This is an optimization exercise on Yosys and OpenROAD, whose aim is small area, not a production implementation. Only simulation tests tie the RTL to the original design; equivalence was not proved. Power is estimated from default activity; no workload was simulated.

==> flow/design.v (excerpt) <==
module regfile_sb #(
  parameter int N  = 5,
  parameter int W  = 32,
  parameter int NR = 2
) (
  input  logic            clk,
  input  logic            rst,
  input  logic [NR*N-1:0] rd_addr,
  output logic [NR*W-1:0] rd_data,
  output logic [NR-1:0]   rd_ready,
  input  logic            we,
  input  logic [N-1:0]    wr_addr,
  input  logic [W-1:0]    wr_data,
  input  logic            alloc,
  input  logic [N-1:0]    alloc_addr,
  input  logic            clear_req,
  output logic            clear_busy,
  output logic            clear_done
);
For scale: ~3500 cells after synthesis, roughly 1100 flip-flops, roughly 0.042 mm² of cells after synthesis.
Settings: LEC_CHECK=0, CAP_MARGIN=10, CORE_MARGIN=2, CORE_UTILIZATION=40, PLACE_DENSITY=0.8, SETUP_SLACK_MARGIN=0.3, SLEW_MARGIN=10, SYNTH_HIERARCHICAL=1; clock period 6.5 ns.
standard.sh (not shown) runs the stock make flow with config.mk's settings and CLKGATE_MAP_FILE= SYNTH_SCRIPT=/design/flow/synth_recipe.tcl, a recipe that flattens the netlist after the stock synthesis.
==> flow/flow/run.sh <==
#!/bin/bash
# Own layout flow: the standard flow (standard.sh), with these changes to the
# ORFS steps it runs:
#  - port buffers use the smallest buffer cell (every port still gets a buffer);
#  - clock tree synthesis clusters more sinks per buffer and inserts no dummy loads;
# Each tool's output goes to a log file of its own in this folder.
set -euo pipefail
export BUFFER_PORTS_ARGS="-buffer_cell sky130_fd_sc_hd__buf_1"
export CTS_ARGS="-sink_clustering_enable -repair_clock_nets -dont_use_dummy_load -sink_clustering_size 18 -sink_clustering_max_diameter 50 -buf_list sky130_fd_sc_hd__clkbuf_8"
bash standard.sh synth > synth.log 2>&1
bash standard.sh > layout.log 2>&1
Then changed:
--- a/flow/flow/run.sh
+++ b/flow/flow/run.sh
@@ -8,3 +8,3 @@
 export BUFFER_PORTS_ARGS="-buffer_cell sky130_fd_sc_hd__buf_1"
-export CTS_ARGS="-sink_clustering_enable -repair_clock_nets -dont_use_dummy_load -sink_clustering_size 18 -sink_clustering_max_diameter 50 -buf_list sky130_fd_sc_hd__clkbuf_8"
+export CTS_ARGS="-sink_clustering_enable -repair_clock_nets -dont_use_dummy_load -sink_clustering_size 16 -sink_clustering_max_diameter 60 -buf_list sky130_fd_sc_hd__clkbuf_8"
 bash standard.sh synth > synth.log 2>&1
--- a/flow/config.mk
+++ b/flow/config.mk
@@ -10,3 +10,2 @@
 export CORE_UTILIZATION = 40
-export PLACE_DENSITY = 0.8
 export SETUP_SLACK_MARGIN = 0.3
What happened: Routed wire length goes up by a few percent. Clock power rises by a few percent. Design area goes down slightly. Global-route usage climbs by 2.5 points. Flip-flop and latch count is unchanged. Cell count fell slightly. Worst setup slack improved by 0.029 ns. Total power came out higher slightly. First-iteration DRC count decreases by about a fifth. Utilization goes down by 0.17 points.

Starting RTL as in the previous note.
clock: 6.5 ns
lec_check: 0
cap_margin: 3
core_margin: 2
core_utilization: 40
place_density: 0.75
setup_slack_margin: 0.3
slew_margin: 3
synth_hierarchical: 1
==> flow/flow/run.sh <==
#!/bin/bash
# Own layout flow: the standard flow (standard.sh), with these changes to the
# ORFS steps it runs:
#  - port buffers use the smallest buffer cell (every port still gets a buffer);
#  - clock tree synthesis clusters more sinks per buffer and inserts no dummy loads;
# Each tool's output goes to a log file of its own in this folder.
set -euo pipefail
export BUFFER_PORTS_ARGS="-buffer_cell sky130_fd_sc_hd__buf_1"
export CTS_ARGS="-sink_clustering_enable -repair_clock_nets -dont_use_dummy_load -sink_clustering_size 16 -sink_clustering_max_diameter 60 -buf_list sky130_fd_sc_hd__clkbuf_8"
bash standard.sh synth > synth.log 2>&1
bash standard.sh > layout.log 2>&1
Rerun with:
CAP_MARGIN = 10   (was 3)
SLEW_MARGIN = 10   (was 3)
What happened: Power goes down by 0.48%. Clock power goes down by about 2%. Cell count is about the same. Area after synthesis is unchanged. Worst hold slack is worse by 0.0091 ns. Routed wire length stays flat. Register-to-register slack stays flat. Via count stays flat.
Rerun with:
--- a/flow/flow/run.sh
+++ b/flow/flow/run.sh
@@ -9 +9 @@
-export CTS_ARGS="-sink_clustering_enable -repair_clock_nets -dont_use_dummy_load -sink_clustering_size 16 -sink_clustering_max_diameter 60 -buf_list sky130_fd_sc_hd__clkbuf_8"
+export CTS_ARGS="-sink_clustering_enable -repair_clock_nets -dont_use_dummy_load -sink_clustering_size 9 -sink_clustering_max_diameter 35 -buf_list sky130_fd_sc_hd__clkbuf_4"
=> Die area is unchanged. Setup slack improves by 0.014 ns. Core utilization barely changes. Routed wire length came out higher by 0.54%. Area after synthesis does not change. Final area hardly moves. Sequential cell count stays the same. Sequential share of layout area is about the same. Total power came out higher by about 0.6%. Cell count came out higher by about 1.5%. Non-clock buffer count stays the same.

[what the ideal ports hide]
The results above use ideal ports. As a check the final layouts listed here were re-extracted and re-timed, cells and wires unchanged. Step 1, drivers: a clkbuf_16 drives clk and a buf_2 each remaining input, both assumed. Step 2, shift: input delay + t, output delay - t, t = (earliest + latest rising clock arrival at the registers) / 2. This alone moves slack from input paths to output paths. Three values: no drivers, after step 1, after step 2; two values: the first two.
run | t (ns) | setup slack, ns | worst setup path after step 2 | clock arrival spread, ns
the first run of note 1 | 0.818 | 0.225 / 0.194 / 0.194 | input to output | 0.164 / 0.164
the second run of note 1 | 0.820 | 0.255 / 0.234 / 0.234 | input to output | 0.097 / 0.096
the first run of note 2 | 0.815 | 0.205 / 0.181 / 0.181 | input to output | 0.160 / 0.161
the second run of note 2 | 0.814 | 0.132 / 0.108 / 0.108 | input to output | 0.141 / 0.141
the third run of note 2 | 1.147 | 0.146 / 0.125 / 0.125 | input to output | 0.148 / 0.149
After both steps setup and hold are still met in every run listed. The setup slack of the first run of note 1, which loses most, moves by -0.031 ns with the drivers and by -0.031 ns with both steps.
